From an optimization exercise on the open Yosys and OpenROAD flow, aimed at small area, a short achievable clock period and few clock cycles per item; shortcuts taken in it are not production practice. In this exercise RTL edits were held to simulation tests only and were not proved equivalent to the original. No activity file was given, so power comes from the tool's default toggle rates.

// mipi_rx_decoder
module mipi_rx_decoder #(
    parameter logic [47:0] SOF_WORD   = mipi_rx_pkg::SOF_DEFAULT,
    parameter logic [47:0] EOF_WORD   = mipi_rx_pkg::EOF_DEFAULT,
    parameter logic [7:0]  I2C_APP_ID = mipi_rx_pkg::I2C_APP_ID_DEFAULT
) (
    input  wire logic        rx_pixel_clk,
    input  wire logic        arst_n,
    input  wire logic [63:0] mipi_rx_data,
    input  wire logic        mipi_rx_valid,
    input  wire logic        uart_fifo_re,
    input  wire logic        i2c_fifo_re,
    output logic [7:0]       uart_data,
    output logic [7:0]       i2c_data,
    output logic             uart_fifo_empty,
    output logic             i2c_fifo_empty
);
    localparam int NS = 64;   
    typedef enum logic [1:0] {
        S_HUNT,
        S_HDR,
        S_DATA,
        S_END
    } wstate_t;
    function automatic logic [2:0] last_bytes(input logic [7:0] mask);
        case (mask)
            8'd1:    last_bytes = 3'd1;
            8'd3:    last_bytes = 3'd2;
            8'd7:    last_bytes = 3'd3;
            8'd15:   last_bytes = 3'd4;
            8'd31:   last_bytes = 3'd5;
            default: last_bytes = 3'd6;
        endcase
    endfunction
    function automatic logic [2:0] low8(input logic [7:0] v);
        low8 = 3'd7;
        for (int i = 6; i >= 0; i--) begin
            if (v[i]) low8 = 3'(i);
        end
    endfunction
    logic [47:0] rx_word;
    always_comb begin
        for (int i = 0; i < 6; i++) begin
            rx_word[47-8*i -: 8] = mipi_rx_data[8*i +: 8];
        end
    end
  ...
clock: 5.5 ns
lec_check: 0
cap_margin: 20
core_margin: 2
core_utilization: 45
cts_cluster_diameter: 80
cts_cluster_size: 24
setup_slack_margin: 2.9
slew_margin: 20
tns_end_percent: 20
standard.sh (not shown) runs the stock make flow with config.mk's settings and CLKGATE_MAP_FILE= SYNTH_SCRIPT=/design/flow/synth_recipe.tcl, a recipe that flattens the netlist after the stock synthesis.
==> flow/flow/run.sh <==
#!/bin/bash
# The standard layout, with the I/O port buffers made from buf_4 cells
# instead of the delay cells buffer_ports picks by default.
set -euo pipefail
bash standard.sh "BUFFER_PORTS_ARGS=-buffer_cell sky130_fd_sc_hd__buf_4" finish > standard_make.log 2>&1
Testbench counts at the start, summed over its fixed seeds: cycles 10,216, items 16,964.
Edit:
--- a/flow/design.v
+++ b/flow/design.v
@@ -75,13 +75,12 @@
     logic [47:0] w0;         
     logic        we;         
     logic        hdr_w;      
     logic        chain_we;   
     logic        end_cyc;    
     logic        commit;     
-    logic        disc;       
     logic        link_we;
     logic        we_n;
     assign we_n = mipi_rx_valid && (((st == S_HDR) && (rlen != 6'd0)) || (st == S_DATA));
     always_ff @(posedge rx_pixel_clk) begin
         w0 <= (st == S_HDR) ? {rx_word[47:3], last_bytes(rx_word[15:8])} : rx_word;
     end
@@ -94,20 +93,18 @@
             flen     <= '0;
             we       <= 1'b0;
             hdr_w    <= 1'b0;
             chain_we <= 1'b0;
             end_cyc  <= 1'b0;
             commit   <= 1'b0;
-            disc     <= 1'b0;
         end else begin
             we       <= we_n;
             hdr_w    <= mipi_rx_valid && (st == S_HDR) && (rlen != 6'd0);
             chain_we <= mipi_rx_valid && (st == S_DATA);
             end_cyc  <= mipi_rx_valid && (st == S_END);
             commit   <= mipi_rx_valid && (st == S_END) && is_eof && !fzero;
-            disc     <= mipi_rx_valid && (st == S_END) && !(is_eof && !fzero);
             if (mipi_rx_valid) begin
                 case (st)
                     S_HUNT: begin
                         if (is_sof) st <= S_HDR;
                     end
                     S_HDR: begin
@@ -210,13 +207,13 @@
                 A   <= B;
                 A_v <= B_v;
             end
             for (int i = 0; i < NS; i++) begin
                 F[i] <= (F[i] && !wr_oh[i])
                         || (go1 && AR_oh[i])
-                        || (disc && P[i]);
+                        || (end_cyc && !commit && P[i]);
                 P[i] <= !end_cyc && (P[i] || wr_oh[i]);
             end
         end
     end
     logic [5:0]  rp     [2];   
     logic [6:0]  avail  [2];   
@@ -229,13 +226,13 @@
     logic [2:0]  nl     [2];   
     logic [47:0] nxt    [2];
     logic        nxt_v  [2];
     logic [2:0]  nxt_c  [2];
     logic [47:0] cur    [2];
     logic [2:0]  cc     [2];
-    logic        emp    [2];   
+    logic        emp    [2];
     logic        has    [2];   
     logic        pr;
     logic          can [2];
     logic          g;
     logic          issue;
     logic [NS-1:0] dec0;
@@ -323,14 +320,14 @@
         logic       rd;
         logic       cm;
         logic       pop;
         logic       need;
         assign rd   = b2[d];
         assign cm   = commit && (fdest == d[0]);
-        assign pop  = re_in[d] && has[d];
-        assign need = !has[d] || ((cc[d] == 3'd1) && pop);
+        assign pop  = re_in[d] && !emp[d];
+        assign need = emp[d] || ((cc[d] == 3'd1) && pop);
         logic       dword;
         logic       load_n;
         logic       load_r;
         logic [2:0] rcnt;
         assign dword  = rd && !hdr2;
         assign load_n = need && nxt_v[d];
@@ -404,10 +401,10 @@
                 cur[d] <= {cur[d][39:0], 8'h00};
             end
         end
     end
     assign uart_data       = cur[0][47:40];
     assign i2c_data        = cur[1][47:40];
-    assign uart_fifo_empty = emp[0];
-    assign i2c_fifo_empty  = emp[1];
+    assign uart_fifo_empty = !has[0];
+    assign i2c_fifo_empty  = !has[1];
 endmodule
 `default_nettype wire
- core utilization stays flat
- via count is about the same
- sequential share of layout area barely changes
- final area is about the same
- total power goes up by 0.92%
Testbench counts after the change, summed over its fixed seeds: cycles 10,216, items 16,964.

## afterwards: timing with drivers on the ports
How much do the figures lean on ideal ports? The routed layouts below were timed once more, with nothing changed but the port constraints. Step 1, drivers: a clkbuf_16 drives rx_pixel_clk and a buf_2 each remaining input, both assumed. Step 2 also shifts input and output timing later by t, the mid clock arrival at the registers, as if the neighbouring blocks saw the same clock. a / b / c = ideal ports / drivers / drivers and shift; a / b = the first two.
run	t (ns)	setup WS [ns]	worst setup path at the end
the first run	1.046	2.599 / 2.492 / 2.151	input to register
the second run	1.042	2.533 / 2.429 / 2.120	input to register
After both steps setup and hold are still met in every run listed. For the first run, which loses most, drivers alone change the setup slack by -0.107 ns; drivers and shift together by -0.448 ns.
